Background: an optimization exercise with open tools, aiming at small area and a short achievable clock period. Do not read the settings as production practice. No functional check of the RTL was part of any run shown here. Power and IR drop assume default switching activity.

==> flow/design.v (outline; a module is shown in full before it is edited, if it fits) <==
// module hwpe_stream_fifo: 51 lines
// module hwpe_shift_fifo: 51 lines
// module hwpe_ctrl_decode: 99 lines
// module hwpe_mac_engine: 1045 lines
// module hwpe_result_unit: 55 lines
// module cluster_hwpe_tile: 114 lines
module cluster_hwpe_tile #(
  parameter int unsigned OpndDepth = 4,
  parameter int unsigned ResDepth  = 4
) (
  input  logic                               clk_i,
  input  logic                               rst_n_i,
  input  logic                               wb_cyc_i,
  input  logic                               wb_stb_i,
  input  logic                               wb_we_i,
  input  logic [tile_cfg_pkg::WB_ADDR_W-1:0] wb_adr_i,
  input  logic [tile_cfg_pkg::WB_DATA_W-1:0] wb_dat_i,
  output logic [tile_cfg_pkg::WB_DATA_W-1:0] wb_dat_o,
  output logic                               wb_ack_o,
  output logic                               wb_err_o,
  output logic                               evt_o
);
  // ...
==> flow/flow/run.sh <==
#!/bin/bash
# Standard synthesis, then the standard layout with a tighter setup
# target for repair_timing and plain buffers on the ports; each step logs
# to its own file here (the ORFS logs are under orfs/logs).
# The clock and constraints are unchanged.
set -euo pipefail
MARGIN=${MARGIN:-6.6}
bash standard.sh synth > synth.log 2>&1
bash standard.sh SETUP_SLACK_MARGIN=$MARGIN "BUFFER_PORTS_ARGS=-buffer_cell sky130_fd_sc_hd__buf_2" finish > layout.log 2>&1
==> flow/standard.sh <==
#!/bin/bash
# synth_recipe.tcl (not shown) runs the flow's synth.tcl, then flattens the netlist and writes it again
# the make line also repeats each setting of config.mk as NAME=value (left out here)
make -C /OpenROAD-flow-scripts/flow DESIGN_CONFIG=/design/flow/config.mk WORK_HOME=/design/flow/orfs CLKGATE_MAP_FILE= SYNTH_SCRIPT=/design/flow/synth_recipe.tcl "${@:-finish}"
==> flow/config.mk <==
export PLATFORM = sky130hd
export DESIGN_NAME = cluster_hwpe_tile
export DESIGN_NICKNAME = cluster_hwpe_tile
export VERILOG_FILES = /design/flow/design.v
export SDC_FILE = /design/flow/constraint.sdc
export NUM_CORES = 4
export LEC_CHECK = 0
export ABC_CLOCK_PERIOD_IN_PS = 3500
export CAP_MARGIN = 20
export CORE_MARGIN = 2
export CORE_UTILIZATION = 40
export CTS_CLUSTER_DIAMETER = 120
export CTS_CLUSTER_SIZE = 24
export SLEW_MARGIN = 20
==> flow/constraint.sdc <==
create_clock -name core_clock -period 10.0 [get_ports {clk_i}]
set_input_delay 2.0000 -clock core_clock [delete_from_list [all_inputs] [get_ports {clk_i}]]
set_output_delay 2.0000 -clock core_clock [all_outputs]
set_load 0.01 [all_outputs]
==> impl_metrics.prom, run 1 <==
# TYPE chip_impl_metric gauge
chip_impl_info{name="status",value="no timing/DRC/antenna violations"} 1
chip_impl_info{name="synth_area_leaders",value="sky130_fd_sc_hd__edfxtp_1 (42%), sky130_fd_sc_hd__xnor2_1 (7.8%), sky130_fd_sc_hd__fa_1 (7.3%), sky130_fd_sc_hd__dfxtp_1 (5.5%), sky130_fd_sc_hd__a22oi_1 (4.2%)"} 1
chip_impl_metric{name="powerClk",unit="mW"} 1.06
chip_impl_info{name="grt_setup_unrepaired",value="true"} 1
chip_impl_metric{name="place_worst_setup_slack",unit="ps"} 5640
chip_impl_metric{name="nets",unit=""} 2384
chip_impl_metric{name="groute.usage.overall",unit=""} 0.206
chip_impl_metric{name="via_count_of_the_routed_design",unit=""} 16500
chip_impl_metric{name="r2r_cells",unit=""} 10
chip_impl_metric{name="totalWireLength",unit="mm"} 70.3
chip_impl_metric{name="cts-buffers-inserted",unit=""} 23
chip_impl_metric{name="cp_data_required_time",unit="ps"} 10340
chip_impl_info{name="largest_cell_class",value="flip-flops and latches"} 1
chip_impl_metric{name="io_pins",unit=""} 104
chip_impl_metric{name="power.net_switching",unit="mW"} 2.37
chip_impl_metric{name="routed-wl-met2",unit="mm"} 33.7
chip_impl_metric{name="finalNonFillerCells",unit=""} 3020
chip_impl_metric{name="p_leak",unit="nW"} 11.0
chip_impl_metric{name="design_power_total",unit="mW"} 6.77
chip_impl_metric{name="final.fill_count",unit=""} 5882
chip_impl_info{name="crit_path_start",value="i_opnd_fifo.mem_q[0][5]$_DFFE_PP_"} 1
chip_impl_info{name="cell_type_with_the_highest_aggregate_area_in_the_netlist",value="sky130_fd_sc_hd__edfxtp_1"} 1
chip_impl_metric{name="ant_nets",unit=""} 0
chip_impl_metric{name="fmax",unit="MHz"} 292
chip_impl_metric{name="die_width",unit="um"} 261
chip_impl_metric{name="areaGrowthSynthToFinish",unit="%"} 10.6
chip_impl_info{name="most_common_library_cell_in_the_layout_ignoring_fill_and_taps",value="sky130_fd_sc_hd__edfxtp_1"} 1
chip_impl_metric{name="seq_area_frac",unit=""} 0.456
chip_impl_metric{name="asyncSetResetFlopFracSynth",unit=""} 0.0657
chip_impl_metric{name="clk_latency",unit="ps"} 600
chip_impl_metric{name="placedCellCount",unit=""} 2925
==> run 2: changes to the inputs <==
--- a/flow/design.v
+++ b/flow/design.v
@@ -374,92 +374,92 @@
   logic hs8, hc8;
   assign hs8 = bp0[6] ^ bp1[4];
   assign hc8 = bp0[6] & bp1[4];
   logic hs9, hc9;
   assign hs9 = bp0[7] ^ bp1[5];
   assign hc9 = bp0[7] & bp1[5];
   logic fs12, fc12;
   assign fs12 = bp0[8] ^ bp1[6] ^ bp2[4];
-  assign fc12 = (bp0[8] & bp1[6]) | (bp0[8] & bp2[4]) | (bp1[6] & bp2[4]);
+  assign fc12 = (bp0[8] ^ bp1[6]) ? bp2[4] : bp0[8];
   logic hs10, hc10;
   assign hs10 = bp3[2] ^ bp4[0];
   assign hc10 = bp3[2] & bp4[0];
   logic fs13, fc13;
   assign fs13 = bp0[9] ^ bp1[7] ^ bp2[5];
-  assign fc13 = (bp0[9] & bp1[7]) | (bp0[9] & bp2[5]) | (bp1[7] & bp2[5]);
+  assign fc13 = (bp0[9] ^ bp1[7]) ? bp2[5] : bp0[9];
   logic hs11, hc11;
   assign hs11 = bp3[3] ^ bp4[1];
   assign hc11 = bp3[3] & bp4[1];
   logic fs14, fc14;
   assign fs14 = bp0[10] ^ bp1[8] ^ bp2[6];
-  assign fc14 = (bp0[10] & bp1[8]) | (bp0[10] & bp2[6]) | (bp1[8] & bp2[6]);
+  assign fc14 = (bp0[10] ^ bp1[8]) ? bp2[6] : bp0[10];
   logic fs15, fc15;
   assign fs15 = bp3[4] ^ bp4[2] ^ bp5[0];
-  assign fc15 = (bp3[4] & bp4[2]) | (bp3[4] & bp5[0]) | (bp4[2] & bp5[0]);
+  assign fc15 = (bp3[4] ^ bp4[2]) ? bp5[0] : bp3[4];
   logic hs12, hc12;
   assign hs12 = neg_q[5] ^ x1[10];
   assign hc12 = neg_q[5] & x1[10];
   logic fs16, fc16;
   assign fs16 = bp0[11] ^ bp1[9] ^ bp2[7];
-  assign fc16 = (bp0[11] & bp1[9]) | (bp0[11] & bp2[7]) | (bp1[9] & bp2[7]);
+  assign fc16 = (bp0[11] ^ bp1[9]) ? bp2[7] : bp0[11];
   logic fs17, fc17;
   assign fs17 = bp3[5] ^ bp4[3] ^ bp5[1];
-  assign fc17 = (bp3[5] & bp4[3]) | (bp3[5] & bp5[1]) | (bp4[3] & bp5[1]);
+  assign fc17 = (bp3[5] ^ bp4[3]) ? bp5[1] : bp3[5];
   logic hs13, hc13;
   assign hs13 = x1[11] ^ x2[11];
   assign hc13 = x1[11] & x2[11];
   logic fs18, fc18;
   assign fs18 = bp2[8] ^ bp3[6] ^ bp4[4];
-  assign fc18 = (bp2[8] & bp3[6]) | (bp2[8] & bp4[4]) | (bp3[6] & bp4[4]);
+  assign fc18 = (bp2[8] ^ bp3[6]) ? bp4[4] : bp2[8];
   logic fs19, fc19;
   assign fs19 = bp5[2] ^ bp6[0] ^ neg_q[6];
-  assign fc19 = (bp5[2] & bp6[0]) | (bp5[2] & neg_q[6]) | (bp6[0] & neg_q[6]);
+  assign fc19 = (bp5[2] ^ bp6[0]) ? neg_q[6] : bp5[2];
   logic fs20, fc20;
   assign fs20 = x1[12] ^ x2[12] ^ hs0;
   assign fc20 = (x1[12] ^ x2[12]) ? hs0 : x1[12];
   logic fs21, fc21;
   assign fs21 = bp2[9] ^ bp3[7] ^ bp4[5];
-  assign fc21 = (bp2[9] & bp3[7]) | (bp2[9] & bp4[5]) | (bp3[7] & bp4[5]);
+  assign fc21 = (bp2[9] ^ bp3[7]) ? bp4[5] : bp2[9];
   logic fs22, fc22;
   assign fs22 = bp5[3] ^ bp6[1] ^ x1[13];
-  assign fc22 = (bp5[3] & bp6[1]) | (bp5[3] & x1[13]) | (bp6[1] & x1[13]);
+  assign fc22 = (bp5[3] ^ bp6[1]) ? x1[13] : bp5[3];
   logic fs23, fc23;
   assign fs23 = x2[13] ^ hc0 ^ hs1;
   assign fc23 = (x2[13] ^ hc0) ? hs1 : x2[13];
   logic fs24, fc24;
   assign fs24 = bp5[4] ^ bp6[2] ^ bp7[0];
-  assign fc24 = (bp5[4] & bp6[2]) | (bp5[4] & bp7[0]) | (bp6[2] & bp7[0]);
+  assign fc24 = (bp5[4] ^ bp6[2]) ? bp7[0] : bp5[4];
   logic fs25, fc25;
   assign fs25 = neg_q[7] ^ x1[14] ^ x2[14];
   assign fc25 = (neg_q[7] & x1[14]) | (neg_q[7] & x2[14]) | (x1[14] & x2[14]);
   logic fs26, fc26;
   assign fs26 = hc1 ^ fs0 ^ hs2;
   assign fc26 = (hc1 ^ fs0) ? hs2 : hc1;
   logic fs27, fc27;
   assign fs27 = bp5[5] ^ bp6[3] ^ bp7[1];
-  assign fc27 = (bp5[5] & bp6[3]) | (bp5[5] & bp7[1]) | (bp6[3] & bp7[1]);
+  assign fc27 = (bp5[5] ^ bp6[3]) ? bp7[1] : bp5[5];
   logic fs28, fc28;
   assign fs28 = x1[15] ^ x2[15] ^ fc0;
   assign fc28 = (x1[15] ^ x2[15]) ? fc0 : x1[15];
   logic fs29, fc29;
   assign fs29 = hc2 ^ fs1 ^ hs3;
   assign fc29 = (hc2 ^ fs1) ? hs3 : hc2;
   logic fs30, fc30;
   assign fs30 = bp6[4] ^ bp7[2] ^ bp8[0];
-  assign fc30 = (bp6[4] & bp7[2]) | (bp6[4] & bp8[0]) | (bp7[2] & bp8[0]);
+  assign fc30 = (bp6[4] ^ bp7[2]) ? bp8[0] : bp6[4];
   logic fs31, fc31;
   assign fs31 = x1[16] ^ x2[16] ^ fc1;
   assign fc31 = (x1[16] ^ x2[16]) ? fc1 : x1[16];
   logic fs32, fc32;
   assign fs32 = hc3 ^ fs2 ^ fs3;
   assign fc32 = (hc3 ^ fs2) ? fs3 : hc3;
   logic fs33, fc33;
   assign fs33 = bp8[1] ^ x1[17] ^ x2[17];
-  assign fc33 = (bp8[1] & x1[17]) | (bp8[1] & x2[17]) | (x1[17] & x2[17]);
+  assign fc33 = (bp8[1] ^ x1[17]) ? x2[17] : bp8[1];
   logic fs34, fc34;
   assign fs34 = 1'b1 ^ fc2 ^ fc3;
   assign fc34 = (1'b1 ^ fc2) ? fc3 : 1'b1;
   logic fs35, fc35;
   assign fs35 = fs4 ^ fs5 ^ hs4;
   assign fc35 = (fs4 ^ fs5) ? hs4 : fs4;
   logic fs36, fc36;
   assign fs36 = x1[18] ^ x2[18] ^ 1'b1;
@@ -467,83 +467,83 @@
   logic fs37, fc37;
   assign fs37 = fc4 ^ fc5 ^ hc4;
   assign fc37 = (fc4 ^ fc5) ? hc4 : fc4;
   logic fs38, fc38;
   assign fs38 = fs6 ^ fs7 ^ hs5;
   assign fc38 = (fs6 ^ fs7) ? hs5 : fs6;
   logic fs39, fc39;
   assign fs39 = bp7[5] ^ bp8[3] ^ x1[19];
-  assign fc39 = (bp7[5] & bp8[3]) | (bp7[5] & x1[19]) | (bp8[3] & x1[19]);
+  assign fc39 = (bp7[5] ^ bp8[3]) ? x1[19] : bp7[5];
   logic fs40, fc40;
   assign fs40 = x2[19] ^ fc6 ^ fc7;
   assign fc40 = (x2[19] ^ fc6) ? fc7 : x2[19];
   logic fs41, fc41;
   assign fs41 = hc5 ^ fs8 ^ fs9;
   assign fc41 = (hc5 ^ fs8) ? fs9 : hc5;
   logic fs42, fc42;
   assign fs42 = bp7[6] ^ bp8[4] ^ x1[20];
-  assign fc42 = (bp7[6] & bp8[4]) | (bp7[6] & x1[20]) | (bp8[4] & x1[20]);
+  assign fc42 = (bp7[6] ^ bp8[4]) ? x1[20] : bp7[6];
   logic fs43, fc43;
   assign fs43 = x2[20] ^ 1'b1 ^ fc8;
   assign fc43 = (x2[20] ^ 1'b1) ? fc8 : x2[20];
   logic fs44, fc44;
   assign fs44 = fc9 ^ fs10 ^ hs6;
   assign fc44 = (fc9 ^ fs10) ? hs6 : fc9;
   logic fs45, fc45;
   assign fs45 = bp5[11] ^ bp6[9] ^ bp7[7];
-  assign fc45 = (bp5[11] & bp6[9]) | (bp5[11] & bp7[7]) | (bp6[9] & bp7[7]);
+  assign fc45 = (bp5[11] ^ bp6[9]) ? bp7[7] : bp5[11];
   logic fs46, fc46;
   assign fs46 = bp8[5] ^ x1[21] ^ x2[21];
-  assign fc46 = (bp8[5] & x1[21]) | (bp8[5] & x2[21]) | (x1[21] & x2[21]);
+  assign fc46 = (bp8[5] ^ x1[21]) ? x2[21] : bp8[5];
   logic fs47, fc47;
   assign fs47 = fc10 ^ hc6 ^ fs11;
   assign fc47 = (fc10 ^ hc6) ? fs11 : fc10;
   logic fs48, fc48;
   assign fs48 = bp5[12] ^ bp6[10] ^ bp7[8];
-  assign fc48 = (bp5[12] & bp6[10]) | (bp5[12] & bp7[8]) | (bp6[10] & bp7[8]);
+  assign fc48 = (bp5[12] ^ bp6[10]) ? bp7[8] : bp5[12];
   logic fs49, fc49;
   assign fs49 = bp8[6] ^ x1[22] ^ x2[22];
-  assign fc49 = (bp8[6] & x1[22]) | (bp8[6] & x2[22]) | (x1[22] & x2[22]);
+  assign fc49 = (bp8[6] ^ x1[22]) ? x2[22] : bp8[6];
   logic fs50, fc50;
   assign fs50 = 1'b1 ^ fc11 ^ hs7;
   assign fc50 = (1'b1 ^ fc11) ? hs7 : 1'b1;
   logic fs51, fc51;
   assign fs51 = ~neg_q[3] ^ bp4[15] ^ bp5[13];
-  assign fc51 = (~neg_q[3] & bp4[15]) | (~neg_q[3] & bp5[13]) | (bp4[15] & bp5[13]);
+  assign fc51 = (~neg_q[3] ^ bp4[15]) ? bp5[13] : ~neg_q[3];
   logic fs52, fc52;
   assign fs52 = bp6[11] ^ bp7[9] ^ bp8[7];
-  assign fc52 = (bp6[11] & bp7[9]) | (bp6[11] & bp8[7]) | (bp7[9] & bp8[7]);
+  assign fc52 = (bp6[11] ^ bp7[9]) ? bp8[7] : bp6[11];
   logic fs53, fc53;
   assign fs53 = x1[23] ^ x2[23] ^ hc7;
-  assign fc53 = (x1[23] & x2[23]) | (x1[23] & hc7) | (x2[23] & hc7);
+  assign fc53 = (x1[23] ^ x2[23]) ? hc7 : x1[23];
   logic fs54, fc54;
   assign fs54 = bp4[16] ^ bp5[14] ^ bp6[12];
-  assign fc54 = (bp4[16] & bp5[14]) | (bp4[16] & bp6[12]) | (bp5[14] & bp6[12]);
+  assign fc54 = (bp4[16] ^ bp5[14]) ? bp6[12] : bp4[16];
   logic fs55, fc55;
   assign fs55 = bp7[10] ^ bp8[8] ^ x1[24];
-  assign fc55 = (bp7[10] & bp8[8]) | (bp7[10] & x1[24]) | (bp8[8] & x1[24]);
+  assign fc55 = (bp7[10] ^ bp8[8]) ? x1[24] : bp7[10];
   logic hs14, hc14;
   assign hs14 = x2[24] ^ 1'b1;
   assign hc14 = x2[24] & 1'b1;
   logic fs56, fc56;
   assign fs56 = ~neg_q[4] ^ bp5[15] ^ bp6[13];
-  assign fc56 = (~neg_q[4] & bp5[15]) | (~neg_q[4] & bp6[13]) | (bp5[15] & bp6[13]);
+  assign fc56 = (~neg_q[4] ^ bp5[15]) ? bp6[13] : ~neg_q[4];
   logic fs57, fc57;
   assign fs57 = bp7[11] ^ bp8[9] ^ x1[25];
-  assign fc57 = (bp7[11] & bp8[9]) | (bp7[11] & x1[25]) | (bp8[9] & x1[25]);
+  assign fc57 = (bp7[11] ^ bp8[9]) ? x1[25] : bp7[11];
   logic fs58, fc58;
   assign fs58 = bp5[16] ^ bp6[14] ^ bp7[12];
-  assign fc58 = (bp5[16] & bp6[14]) | (bp5[16] & bp7[12]) | (bp6[14] & bp7[12]);
+  assign fc58 = (bp5[16] ^ bp6[14]) ? bp7[12] : bp5[16];
   logic hs15, hc15;
   assign hs15 = bp8[10] ^ x1[26];
   assign hc15 = bp8[10] & x1[26];
   logic fs59, fc59;
   assign fs59 = ~neg_q[5] ^ bp6[15] ^ bp7[13];
-  assign fc59 = (~neg_q[5] & bp6[15]) | (~neg_q[5] & bp7[13]) | (bp6[15] & bp7[13]);
+  assign fc59 = (~neg_q[5] ^ bp6[15]) ? bp7[13] : ~neg_q[5];
   logic hs16, hc16;
   assign hs16 = bp6[16] ^ bp7[14];
   assign hc16 = bp6[16] & bp7[14];
   logic hs17, hc17;
   assign hs17 = bp0[2] ^ bp1[0];
   assign hc17 = bp0[2] & bp1[0];
   logic hs18, hc18;
   assign hs18 = bp0[3] ^ bp1[1];
@@ -560,50 +560,50 @@
   logic hs20, hc20;
   assign hs20 = x1[5] ^ x2[5];
   assign hc20 = x1[5] & x2[5];
   logic fs62, fc62;
   assign fs62 = bp2[2] ^ bp3[0] ^ neg_q[3];
   assign fc62 = (bp2[2] & bp3[0]) | (bp2[2] & neg_q[3]) | (bp3[0] & neg_q[3]);
   logic fs63, fc63;
   assign fs63 = x1[6] ^ x2[6] ^ hs8;
-  assign fc63 = (x1[6] & x2[6]) | (x1[6] & hs8) | (x2[6] & hs8);
+  assign fc63 = (x1[6] ^ x2[6]) ? hs8 : x1[6];
   logic fs64, fc64;
   assign fs64 = bp2[3] ^ bp3[1] ^ x1[7];
   assign fc64 = (bp2[3] & bp3[1]) | (bp2[3] & x1[7]) | (bp3[1] & x1[7]);
   logic fs65, fc65;
   assign fs65 = x2[7] ^ hc8 ^ hs9;
-  assign fc65 = (x2[7] & hc8) | (x2[7] & hs9) | (hc8 & hs9);
+  assign fc65 = (x2[7] ^ hc8) ? hs9 : x2[7];
   logic fs66, fc66;
   assign fs66 = neg_q[4] ^ x1[8] ^ x2[8];
   assign fc66 = (neg_q[4] & x1[8]) | (neg_q[4] & x2[8]) | (x1[8] & x2[8]);
   logic fs67, fc67;
   assign fs67 = hc9 ^ fs12 ^ hs10;
-  assign fc67 = (hc9 & fs12) | (hc9 & hs10) | (fs12 & hs10);
+  assign fc67 = (hc9 ^ fs12) ? hs10 : hc9;
   logic fs68, fc68;
   assign fs68 = x1[9] ^ x2[9] ^ fc12;
-  assign fc68 = (x1[9] & x2[9]) | (x1[9] & fc12) | (x2[9] & fc12);
+  assign fc68 = (x1[9] ^ x2[9]) ? fc12 : x1[9];
   logic fs69, fc69;
   assign fs69 = hc10 ^ fs13 ^ hs11;
-  assign fc69 = (hc10 & fs13) | (hc10 & hs11) | (fs13 & hs11);
+  assign fc69 = (hc10 ^ fs13) ? hs11 : hc10;
   logic fs70, fc70;
   assign fs70 = x2[10] ^ fc13 ^ hc11;
-  assign fc70 = (x2[10] & fc13) | (x2[10] & hc11) | (fc13 & hc11);
+  assign fc70 = (x2[10] ^ fc13) ? hc11 : x2[10];
   logic fs71, fc71;
   assign fs71 = fs14 ^ fs15 ^ hs12;
-  assign fc71 = (fs14 & fs15) | (fs14 & hs12) | (fs15 & hs12);
+  assign fc71 = (fs14 ^ fs15) ? hs12 : fs14;
   logic fs72, fc72;
   assign fs72 = fc14 ^ fc15 ^ hc12;
-  assign fc72 = (fc14 & fc15) | (fc14 & hc12) | (fc15 & hc12);
+  assign fc72 = (fc14 ^ fc15) ? hc12 : fc14;
   logic fs73, fc73;
   assign fs73 = fs16 ^ fs17 ^ hs13;
-  assign fc73 = (fs16 & fs17) | (fs16 & hs13) | (fs17 & hs13);
+  assign fc73 = (fs16 ^ fs17) ? hs13 : fs16;
   logic fs74, fc74;
   assign fs74 = fc16 ^ fc17 ^ hc13;
-  assign fc74 = (fc16 & fc17) | (fc16 & hc13) | (fc17 & hc13);
+  assign fc74 = (fc16 ^ fc17) ? hc13 : fc16;
   logic fs75, fc75;
   assign fs75 = fs18 ^ fs19 ^ fs20;
   assign fc75 = (fs18 ^ fs19) ? fs20 : fs18;
   logic fs76, fc76;
   assign fs76 = fc18 ^ fc19 ^ fc20;
   assign fc76 = (fc18 ^ fc19) ? fc20 : fc18;
   logic fs77, fc77;
   assign fs77 = fs21 ^ fs22 ^ fs23;
@@ -668,41 +668,41 @@
   logic fs97, fc97;
   assign fs97 = fs51 ^ fs52 ^ fs53;
   assign fc97 = (fs51 ^ fs52) ? fs53 : fs51;
   logic fs98, fc98;
   assign fs98 = fc51 ^ fc52 ^ fc53;
   assign fc98 = (fc51 ^ fc52) ? fc53 : fc51;
   logic fs99, fc99;
   assign fs99 = fs54 ^ fs55 ^ hs14;
-  assign fc99 = (fs54 & fs55) | (fs54 & hs14) | (fs55 & hs14);
+  assign fc99 = (fs54 ^ fs55) ? hs14 : fs54;
   logic fs100, fc100;
   assign fs100 = x2[25] ^ fc54 ^ fc55;
-  assign fc100 = (x2[25] & fc54) | (x2[25] & fc55) | (fc54 & fc55);
+  assign fc100 = (x2[25] ^ fc54) ? fc55 : x2[25];
   logic fs101, fc101;
   assign fs101 = hc14 ^ fs56 ^ fs57;
-  assign fc101 = (hc14 & fs56) | (hc14 & fs57) | (fs56 & fs57);
+  assign fc101 = (hc14 ^ fs56) ? fs57 : hc14;
   logic fs102, fc102;
   assign fs102 = x2[26] ^ 1'b1 ^ fc56;
-  assign fc102 = (x2[26] & 1'b1) | (x2[26] & fc56) | (1'b1 & fc56);
+  assign fc102 = (x2[26] ^ 1'b1) ? fc56 : x2[26];
   logic fs103, fc103;
   assign fs103 = fc57 ^ fs58 ^ hs15;
-  assign fc103 = (fc57 & fs58) | (fc57 & hs15) | (fs58 & hs15);
+  assign fc103 = (fc57 ^ fs58) ? hs15 : fc57;
   logic fs104, fc104;
   assign fs104 = bp8[11] ^ x1[27] ^ x2[27];
   assign fc104 = (bp8[11] & x1[27]) | (bp8[11] & x2[27]) | (x1[27] & x2[27]);
   logic fs105, fc105;
   assign fs105 = fc58 ^ hc15 ^ fs59;
-  assign fc105 = (fc58 & hc15) | (fc58 & fs59) | (hc15 & fs59);
+  assign fc105 = (fc58 ^ hc15) ? fs59 : fc58;
   logic fs106, fc106;
   assign fs106 = bp8[12] ^ x1[28] ^ x2[28];
   assign fc106 = (bp8[12] & x1[28]) | (bp8[12] & x2[28]) | (x1[28] & x2[28]);
   logic fs107, fc107;
   assign fs107 = 1'b1 ^ fc59 ^ hs16;
-  assign fc107 = (1'b1 & fc59) | (1'b1 & hs16) | (fc59 & hs16);
+  assign fc107 = (1'b1 ^ fc59) ? hs16 : 1'b1;
   logic fs108, fc108;
   assign fs108 = ~neg_q[6] ^ bp7[15] ^ bp8[13];
   assign fc108 = (~neg_q[6] & bp7[15]) | (~neg_q[6] & bp8[13]) | (bp7[15] & bp8[13]);
   logic fs109, fc109;
   assign fs109 = x1[29] ^ x2[29] ^ hc16;
   assign fc109 = (x1[29] & x2[29]) | (x1[29] & hc16) | (x2[29] & hc16);
   logic fs110, fc110;
   assign fs110 = bp7[16] ^ bp8[14] ^ x1[30];
@@ -722,41 +722,41 @@
   logic fs112, fc112;
   assign fs112 = neg_q[1] ^ x1[2] ^ x2[2];
   assign fc112 = (neg_q[1] & x1[2]) | (neg_q[1] & x2[2]) | (x1[2] & x2[2]);
   logic fs113, fc113;
   assign fs113 = x1[3] ^ x2[3] ^ hc17;
   assign fc113 = (x1[3] & x2[3]) | (x1[3] & hc17) | (x2[3] & hc17);
   logic fs114, fc114;
   assign fs114 = x2[4] ^ hc18 ^ fs60;
-  assign fc114 = (x2[4] & hc18) | (x2[4] & fs60) | (hc18 & fs60);
+  assign fc114 = (x2[4] ^ hc18) ? fs60 : x2[4];
   logic fs115, fc115;
   assign fs115 = fc60 ^ hc19 ^ fs61;
-  assign fc115 = (fc60 & hc19) | (fc60 & fs61) | (hc19 & fs61);
+  assign fc115 = (fc60 ^ hc19) ? fs61 : fc60;
   logic fs116, fc116;
   assign fs116 = fc61 ^ hc20 ^ fs62;
   assign fc116 = (fc61 & hc20) | (fc61 & fs62) | (hc20 & fs62);
   logic fs117, fc117;
   assign fs117 = fc62 ^ fc63 ^ fs64;
-  assign fc117 = (fc62 & fc63) | (fc62 & fs64) | (fc63 & fs64);
+  assign fc117 = (fc62 ^ fc63) ? fs64 : fc62;
   logic fs118, fc118;
   assign fs118 = fc64 ^ fc65 ^ fs66;
-  assign fc118 = (fc64 & fc65) | (fc64 & fs66) | (fc65 & fs66);
+  assign fc118 = (fc64 ^ fc65) ? fs66 : fc64;
   logic fs119, fc119;
   assign fs119 = fc66 ^ fc67 ^ fs68;
-  assign fc119 = (fc66 & fc67) | (fc66 & fs68) | (fc67 & fs68);
+  assign fc119 = (fc66 ^ fc67) ? fs68 : fc66;
   logic fs120, fc120;
   assign fs120 = fc68 ^ fc69 ^ fs70;
-  assign fc120 = (fc68 & fc69) | (fc68 & fs70) | (fc69 & fs70);
+  assign fc120 = (fc68 ^ fc69) ? fs70 : fc68;
   logic fs121, fc121;
   assign fs121 = fc70 ^ fc71 ^ fs72;
-  assign fc121 = (fc70 & fc71) | (fc70 & fs72) | (fc71 & fs72);
+  assign fc121 = (fc70 ^ fc71) ? fs72 : fc70;
   logic fs122, fc122;
   assign fs122 = fc72 ^ fc73 ^ fs74;
-  assign fc122 = (fc72 & fc73) | (fc72 & fs74) | (fc73 & fs74);
+  assign fc122 = (fc72 ^ fc73) ? fs74 : fc72;
   logic fs123, fc123;
   assign fs123 = fc74 ^ fc75 ^ fs76;
   assign fc123 = (fc74 ^ fc75) ? fs76 : fc74;
   logic fs124, fc124;
   assign fs124 = fc76 ^ fc77 ^ fs78;
   assign fc124 = (fc76 ^ fc77) ? fs78 : fc76;
   logic fs125, fc125;
   assign fs125 = fc78 ^ fc79 ^ fs80;
@@ -788,29 +788,29 @@
   logic fs134, fc134;
   assign fs134 = fc96 ^ fc97 ^ fs98;
   assign fc134 = (fc96 ^ fc97) ? fs98 : fc96;
   logic fs135, fc135;
   assign fs135 = fc98 ^ fc99 ^ fs100;
   assign fc135 = (fc98 ^ fc99) ? fs100 : fc98;
   logic fs136, fc136;
   assign fs136 = fc100 ^ fc101 ^ fs102;
-  assign fc136 = (fc100 & fc101) | (fc100 & fs102) | (fc101 & fs102);
+  assign fc136 = (fc100 ^ fc101) ? fs102 : fc100;
   logic fs137, fc137;
   assign fs137 = fc102 ^ fc103 ^ fs104;
-  assign fc137 = (fc102 & fc103) | (fc102 & fs104) | (fc103 & fs104);
+  assign fc137 = (fc102 ^ fc103) ? fs104 : fc102;
   logic fs138, fc138;
   assign fs138 = fc104 ^ fc105 ^ fs106;
-  assign fc138 = (fc104 & fc105) | (fc104 & fs106) | (fc105 & fs106);
+  assign fc138 = (fc104 ^ fc105) ? fs106 : fc104;
   logic fs139, fc139;
   assign fs139 = fc106 ^ fc107 ^ fs108;
-  assign fc139 = (fc106 & fc107) | (fc106 & fs108) | (fc107 & fs108);
+  assign fc139 = (fc106 ^ fc107) ? fs108 : fc106;
   logic fs140, fc140;
   assign fs140 = fc108 ^ fc109 ^ fs110;
-  assign fc140 = (fc108 & fc109) | (fc108 & fs110) | (fc109 & fs110);
+  assign fc140 = (fc108 ^ fc109) ? fs110 : fc108;
   logic fs141, fc141;
   assign fs141 = x2[31] ^ fc110 ^ hc21;
   assign fc141 = (x2[31] & fc110) | (x2[31] & hc21) | (fc110 & hc21);
   logic hs24, hc24;
   assign hs24 = x1[0] ^ x2[0];
   assign hc24 = x1[0] & x2[0];
   logic fs142, fc142;
   assign fs142 = x2[1] ^ hc22 ^ hs23;
@@ -824,35 +824,35 @@
   logic fs145, fc145;
   assign fs145 = hs19 ^ fc113 ^ fs114;
   assign fc145 = (hs19 & fc113) | (hs19 & fs114) | (fc113 & fs114);
   logic fs146, fc146;
   assign fs146 = hs20 ^ fc114 ^ fs115;
   assign fc146 = (hs20 & fc114) | (hs20 & fs115) | (fc114 & fs115);
   logic fs147, fc147;
   assign fs147 = fs63 ^ fc115 ^ fs116;
-  assign fc147 = (fs63 & fc115) | (fs63 & fs116) | (fc115 & fs116);
+  assign fc147 = (fs63 ^ fc115) ? fs116 : fs63;
   logic fs148, fc148;
   assign fs148 = fs65 ^ fc116 ^ fs117;
-  assign fc148 = (fs65 & fc116) | (fs65 & fs117) | (fc116 & fs117);
+  assign fc148 = (fs65 ^ fc116) ? fs117 : fs65;
   logic fs149, fc149;
   assign fs149 = fs67 ^ fc117 ^ fs118;
-  assign fc149 = (fs67 & fc117) | (fs67 & fs118) | (fc117 & fs118);
+  assign fc149 = (fs67 ^ fc117) ? fs118 : fs67;
   logic fs150, fc150;
   assign fs150 = fs69 ^ fc118 ^ fs119;
-  assign fc150 = (fs69 & fc118) | (fs69 & fs119) | (fc118 & fs119);
+  assign fc150 = (fs69 ^ fc118) ? fs119 : fs69;
   logic fs151, fc151;
   assign fs151 = fs71 ^ fc119 ^ fs120;
-  assign fc151 = (fs71 & fc119) | (fs71 & fs120) | (fc119 & fs120);
+  assign fc151 = (fs71 ^ fc119) ? fs120 : fs71;
   logic fs152, fc152;
   assign fs152 = fs73 ^ fc120 ^ fs121;
-  assign fc152 = (fs73 & fc120) | (fs73 & fs121) | (fc120 & fs121);
+  assign fc152 = (fs73 ^ fc120) ? fs121 : fs73;
   logic fs153, fc153;
   assign fs153 = fs75 ^ fc121 ^ fs122;
-  assign fc153 = (fs75 & fc121) | (fs75 & fs122) | (fc121 & fs122);
+  assign fc153 = (fs75 ^ fc121) ? fs122 : fs75;
   logic fs154, fc154;
   assign fs154 = fs77 ^ fc122 ^ fs123;
   assign fc154 = (fs77 ^ fc122) ? fs123 : fs77;
   logic fs155, fc155;
   assign fs155 = fs79 ^ fc123 ^ fs124;
   assign fc155 = (fs79 ^ fc123) ? fs124 : fs79;
   logic fs156, fc156;
   assign fs156 = fs81 ^ fc124 ^ fs125;
@@ -881,35 +881,35 @@
   logic fs164, fc164;
   assign fs164 = fs97 ^ fc132 ^ fs133;
   assign fc164 = (fs97 ^ fc132) ? fs133 : fs97;
   logic fs165, fc165;
   assign fs165 = fs99 ^ fc133 ^ fs134;
   assign fc165 = (fs99 ^ fc133) ? fs134 : fs99;
   logic fs166, fc166;
   assign fs166 = fs101 ^ fc134 ^ fs135;
-  assign fc166 = (fs101 & fc134) | (fs101 & fs135) | (fc134 & fs135);
+  assign fc166 = (fs101 ^ fc134) ? fs135 : fs101;
   logic fs167, fc167;
   assign fs167 = fs103 ^ fc135 ^ fs136;
-  assign fc167 = (fs103 & fc135) | (fs103 & fs136) | (fc135 & fs136);
+  assign fc167 = (fs103 ^ fc135) ? fs136 : fs103;
   logic fs168, fc168;
   assign fs168 = fs105 ^ fc136 ^ fs137;
-  assign fc168 = (fs105 & fc136) | (fs105 & fs137) | (fc136 & fs137);
+  assign fc168 = (fs105 ^ fc136) ? fs137 : fs105;
   logic fs169, fc169;
   assign fs169 = fs107 ^ fc137 ^ fs138;
-  assign fc169 = (fs107 & fc137) | (fs107 & fs138) | (fc137 & fs138);
+  assign fc169 = (fs107 ^ fc137) ? fs138 : fs107;
   logic fs170, fc170;
   assign fs170 = fs109 ^ fc138 ^ fs139;
-  assign fc170 = (fs109 & fc138) | (fs109 & fs139) | (fc138 & fs139);
+  assign fc170 = (fs109 ^ fc138) ? fs139 : fs109;
   logic fs171, fc171;
   assign fs171 = hs21 ^ fc139 ^ fs140;
-  assign fc171 = (hs21 & fc139) | (hs21 & fs140) | (fc139 & fs140);
+  assign fc171 = (hs21 ^ fc139) ? fs140 : hs21;
   logic fs172, fc172;
   assign fs172 = fs111 ^ fc140 ^ fs141;
-  assign fc172 = (fs111 & fc140) | (fs111 & fs141) | (fc140 & fs141);
+  assign fc172 = (fs111 ^ fc140) ? fs141 : fs111;
   assign tree_s[0] = hs22;
   assign tree_c[0] = hs24;
   assign tree_s[1] = hc24;
   assign tree_c[1] = fs142;
   assign tree_s[2] = fc142;
   assign tree_c[2] = fs143;
   assign tree_s[3] = fc143;
   assign tree_c[3] = fs144;
==> run 2 against run 1 <==
- die area rose by 1.4%
- routed wire length grew 1.1%
- largest power group unchanged
- critical path depth rose by 1
- still clean
- clock-buffer cell count up 1
- sequential share of layout area down 0.71 points
- register-to-register slack better by 40 ps
==> impl_metrics.prom, run 2 <==
# TYPE chip_impl_metric gauge
chip_impl_metric{name="grt_pass1_vias",unit=""} 17000
chip_impl_metric{name="final.hold.worst_slack",unit="ps"} 507
chip_impl_info{name="cp-start-kind",value="flop"} 1
chip_impl_info{name="hold_start",value="i_opnd_fifo.mem_q[1][16]$_DFFE_PP_"} 1
chip_impl_metric{name="p_leak",unit="nW"} 10.8
chip_impl_metric{name="timing.final.crit_share",unit=""} 0.338
chip_impl_metric{name="cap_viol_max_count",unit=""} 0
chip_impl_metric{name="met1_usage",unit=""} 0.269
chip_impl_metric{name="ant_nets",unit=""} 0
chip_impl_metric{name="postSynthCellCount",unit=""} 2209
chip_impl_metric{name="io_buffer_count",unit=""} 73
chip_impl_metric{name="setup_viol",unit=""} 0
chip_impl_info{name="grt_setup_unrepaired",value="true"} 1
chip_impl_metric{name="critical_path_peak_fanout",unit=""} 4
chip_impl_metric{name="final.fill_count",unit=""} 5974
chip_impl_metric{name="level_count_of_the_clock_h_tree",unit=""} 1
chip_impl_metric{name="power.density",unit="nW/um2"} 244
chip_impl_metric{name="yosys.area_share.simple",unit=""} 0.0670
chip_impl_metric{name="mux_cell_area_share_after_synthesis",unit=""} 0.0633
chip_impl_metric{name="overflow",unit=""} 0
chip_impl_metric{name="finalCoreUtilization",unit=""} 0.448
chip_impl_info{name="synth_top_family_by_area",value="XOR/XNOR gates"} 1
chip_impl_info{name="holdCritPathClass",value="reg -> reg"} 1
chip_impl_metric{name="clk_latency",unit="ps"} 610
chip_impl_metric{name="arrival",unit="ps"} 3710
chip_impl_metric{name="synth-warning-count",unit=""} 7
chip_impl_info{name="crit_path_start",value="i_opnd_fifo.mem_q[0][8]$_DFFE_PP_"} 1
chip_impl_info{name="synth_most_common_cell",value="sky130_fd_sc_hd__edfxtp_1"} 1
chip_impl_metric{name="totalWireLength",unit="mm"} 71.0
chip_impl_metric{name="synth_cell_types",unit=""} 64
chip_impl_info{name="synth-main-ff-cell",value="sky130_fd_sc_hd__edfxtp_1"} 1
chip_impl_metric{name="placeableCoreArea",unit="um2"} 66000
chip_impl_metric{name="met3_usage",unit=""} 0.0239
chip_impl_metric{name="synth_top_cell_area_share",unit=""} 0.413
chip_impl_metric{name="fmax",unit="MHz"} 296
chip_impl_info{name="reg.largest.list",value="i_opnd_fifo.mem_q x128, i_res_fifo.mem_q x128"} 1
chip_impl_metric{name="drv_slew",unit=""} 0
chip_impl_metric{name="floorplan.die.height",unit="um"} 263
chip_impl_metric{name="io_pins",unit=""} 104
chip_impl_metric{name="syn_avg_cell_area",unit="um2"} 12.1
chip_impl_metric{name="cts.reportedPaths.clkPinSlew",unit="ps"} 100
chip_impl_metric{name="grt_first_pass_wirelength",unit="mm"} 107
chip_impl_info{name="cell_type_with_the_highest_aggregate_area_in_the_netlist",value="sky130_fd_sc_hd__edfxtp_1"} 1
chip_impl_metric{name="grt_max_degree",unit=""} 67
chip_impl_metric{name="ys_seq_area_frac",unit=""} 0.497
chip_impl_info{name="status",value="no timing/DRC/antenna violations"} 1
chip_impl_metric{name="nets",unit=""} 2453
chip_impl_info{name="global_route_hottest_layer",value="met2"} 1
chip_impl_metric{name="gp_routability_congestion",unit=""} 0.825
chip_impl_metric{name="die_width",unit="um"} 263
chip_impl_metric{name="placementRows",unit=""} 94
chip_impl_metric{name="diodes",unit=""} 0
chip_impl_metric{name="timing.final.crit_period",unit="ps"} 3380
chip_impl_metric{name="synth_edf_count",unit=""} 368
chip_impl_info{name="synth_area_leaders",value="sky130_fd_sc_hd__edfxtp_1 (41%), sky130_fd_sc_hd__xnor2_1 (11%), sky130_fd_sc_hd__dfxtp_1 (5.5%), sky130_fd_sc_hd__a22oi_1 (4.3%), sky130_fd_sc_hd__ha_1 (3.7%)"} 1
chip_impl_metric{name="asyncSetResetFlopFracSynth",unit=""} 0.0657
chip_impl_info{name="layout_common_cells",value="sky130_fd_sc_hd__edfxtp_1 (368), sky130_fd_sc_hd__xnor2_1 (315), sky130_fd_sc_hd__nand2_1 (184)"} 1
chip_impl_metric{name="power.ir.vdd_worst",unit="V"} 0.000131
chip_impl_metric{name="synth_fa_ha_area_frac",unit=""} 0.0950
chip_impl_metric{name="first_iter_violations",unit=""} 1335
chip_impl_metric{name="yosys.area_share.xor_xnor",unit=""} 0.153
chip_impl_metric{name="clock_tree.buffer_depth",unit=""} 3
chip_impl_metric{name="areaGrowthSynthToFinish",unit="%"} 10.6
chip_impl_metric{name="area_fraction_in_compound_gates_after_synthesis",unit=""} 0.0879
chip_impl_metric{name="totalNegativeSetupSlack",unit="ps"} 0
chip_impl_metric{name="via_count_of_the_routed_design",unit=""} 17300
chip_impl_metric{name="syn-num-nets",unit=""} 2389
chip_impl_metric{name="cts-buffers-inserted",unit=""} 25
chip_impl_metric{name="worst_clock_skew",unit="ps"} 35.0
chip_impl_info{name="critical_path.endpoint_type",value="flop"} 1
chip_impl_metric{name="route.detailed.vias_per_inst",unit=""} 5.47
chip_impl_metric{name="clock_sink_count",unit=""} 472
chip_impl_metric{name="first_pass_iters",unit=""} 5
chip_impl_metric{name="groute.usage.overall",unit=""} 0.201
chip_impl_metric{name="antenna_found_initial",unit=""} 0
chip_impl_metric{name="synth.cell_area",unit="um2"} 26800
chip_impl_metric{name="cp_data_required_time",unit="ps"} 10330
chip_impl_metric{name="drc",unit=""} 0
chip_impl_metric{name="die_area",unit="um2"} 69000
chip_impl_metric{name="drive_above_1_share",unit=""} 0.184
chip_impl_metric{name="grt.met2_usage",unit=""} 0.346
chip_impl_info{name="cts_tree",value="yes"} 1
chip_impl_metric{name="wire_per_inst",unit="um"} 22.5
chip_impl_info{name="cts_root_buffer",value="sky130_fd_sc_hd__clkbuf_16"} 1
chip_impl_info{name="critical_path.reg2reg.startpoint",value="i_opnd_fifo.mem_q[0][8]$_DFFE_PP_"} 1
chip_impl_metric{name="postSynthRegisterBits",unit=""} 472
chip_impl_metric{name="initial_utilization",unit=""} 0.406
chip_impl_info{name="ys_top_cells_by_count",value="sky130_fd_sc_hd__edfxtp_1 (368), sky130_fd_sc_hd__xnor2_1 (337), sky130_fd_sc_hd__nand2_1 (185)"} 1
chip_impl_metric{name="worst_pin_slew",unit="ps"} 1050
chip_impl_info{name="setup.worst_path.class",value="reg -> reg"} 1
chip_impl_metric{name="max_slew_margin",unit=""} 0.299
chip_impl_metric{name="dp_hpwl",unit="mm"} 47.0
chip_impl_info{name="most_common_library_cell_in_the_layout_ignoring_fill_and_taps",value="sky130_fd_sc_hd__edfxtp_1"} 1
chip_impl_metric{name="final-hold-violation-count",unit=""} 0
-- run 2: changes by cell type in the layout (fill, tap and decap cells not counted), moves of 8 or more --
cell                      change
sky130_fd_sc_hd__inv_1       -54
sky130_fd_sc_hd__xnor2_1    +101
sky130_fd_sc_hd__xor2_1      +31
sky130_fd_sc_hd__o21ai_0     +13
sky130_fd_sc_hd__maj3_1      +35
sky130_fd_sc_hd__fa_1        -61
sky130_fd_sc_hd__a21oi_1     +13
sky130_fd_sc_hd__nor2_1      +25
sky130_fd_sc_hd__dfxtp_4      -8
sky130_fd_sc_hd__nand2_1     +38
sky130_fd_sc_hd__and2_1      -11
-- run 2: path summary, 6_finish.rpt --
check | endpoint | slack (ps) | depth (start not counted)
max in group asynchronous | i_res_fifo.rd_ptr_q[0]$_DFFE_PN0P_ | 7930 | 1
hold reg to reg | i_opnd_fifo.mem_q[0][16]$_DFF_P_ | 510 | 2
setup reg to reg | i_engine.c_q[17]$_DFFE_PP_ | 6620 | 11
min in group asynchronous | i_res_fifo.occ_q[2]$_DFFE_PN0P_ | 1480 | 1
hold / removal | i_opnd_fifo.mem_q[0][16]$_DFF_P_ | 510 | 2
setup / recovery | i_engine.c_q[17]$_DFFE_PP_ | 6620 | 11
-- run 2: critical path: stages, from the launching register on --
cell	delay [ps]
sky130_fd_sc_hd__edfxtp_1	450
sky130_fd_sc_hd__buf_12	170
sky130_fd_sc_hd__buf_4	150
sky130_fd_sc_hd__a22oi_2	200
sky130_fd_sc_hd__xnor2_2	160
sky130_fd_sc_hd__xor2_1	240
sky130_fd_sc_hd__xnor2_2	120
sky130_fd_sc_hd__maj3_2	340
sky130_fd_sc_hd__fa_1	500
sky130_fd_sc_hd__fa_1	450
sky130_fd_sc_hd__xor2_1	190
sky130_fd_sc_hd__xnor2_1	120
-- run 2: report_power, final --
part | total, mW | internal, mW | leakage, nW | switching, mW
Combinational | 3.53 | 1.69 | 5.87 | 1.83
Sequential | 2.54 | 2.47 | 4.52 | 0.0679
Clock | 1.16 | 0.491 | 0.368 | 0.665
-- run 2: area by class of cell --
| cell class | instances | area (um2) | share of cell area |
|---|---|---|---|
| multi-input combinational | 1514 | 12800 | 0.434 |
| clock buffer | 40 | 682 | 0.0230 |
| timing repair buffer | 167 | 1230 | 0.0417 |
| tap | 864 | 1080 | 0.0365 |
| timing repair inverter | 1 | 7.51 | 0.000254 |
| clock inverter | 6 | 87.6 | 0.00296 |
| inverter | 92 | 374 | 0.0126 |
| sequential | 472 | 13300 | 0.449 |
-- run 2: timing repair --
action                     in CTS  in global routing
pin swaps                      11                 39
setup buffers                  16                 22
cloned                          1                  1
hold endpoints to repair        0                  0
gates resized for setup        41                 56
setup endpoints to repair      90                 57
hold buffers                    0                  0
-- run 2: per-layer routing --
metal	wire [um]	vias up	part of all wire
met5	0	-	0
met4	1690	0	0.024
met3	3690	77	0.052
met2	35100	481	0.49
met1	30500	8790	0.43
li1	-	7918	-
-- run 2: cells by family (layout without fill, tap and decap cells) --
group / Yosys count / count (layout)
DFF: 472 / 472
xor gates and xnor gates: 446 / 446
and+or+nand+nor: 403 / 403
AOI/OAI and AO/OA: 345 / 345
buffers and inverters: 223 / 306
adders and majority gates: 199 / 199
muxes: 121 / 121
-- run 2: through the flow --
stage | cell area, um2 | total power, mW | setup WS (ps) | instances
after floorplan | 26800 | 5.31 | 6520 | 2209
after global placement | 28000 | 5.82 | 5600 | 3070
after detailed placement | 28000 | 5.92 | 5560 | 3070
after CTS | 29100 | 7.13 | 6600 | 3133
after global routing | 29600 | 7.65 | 6440 | 3156
final | 29600 | 7.22 | 6620 | 3156

separate check: timing with driven ports:
How much do the figures lean on ideal ports? The routed layouts below were timed once more, with nothing changed but the port constraints.
Step 1: set_driving_cell puts a clkbuf_16 on clk_i and a buf_2 on each other input, an assumption about the parent block.
Step 2, shift: input delay + t, output delay - t, t = (earliest + latest rising clock arrival at the registers) / 2. This alone moves slack from input paths to output paths.
a / b / c = ideal ports / drivers / drivers and shift; a / b = the first two.
| run | shift t [ns] | setup WS [ns] | worst slew at a driven data input, ns | cell pins on the clock port's net |
|---|---|---|---|---|
| run 1 | 0.639 | 6.580 / 6.580 / 6.233 | 0.04 | 1 |
| run 2 | 0.659 | 6.617 / 6.617 / 6.193 | 0.04 | 1 |
After both steps setup and hold are still met in every run listed. For run 2, which loses most, drivers alone change the setup slack by 0.000 ns; drivers and shift together by -0.424 ns.
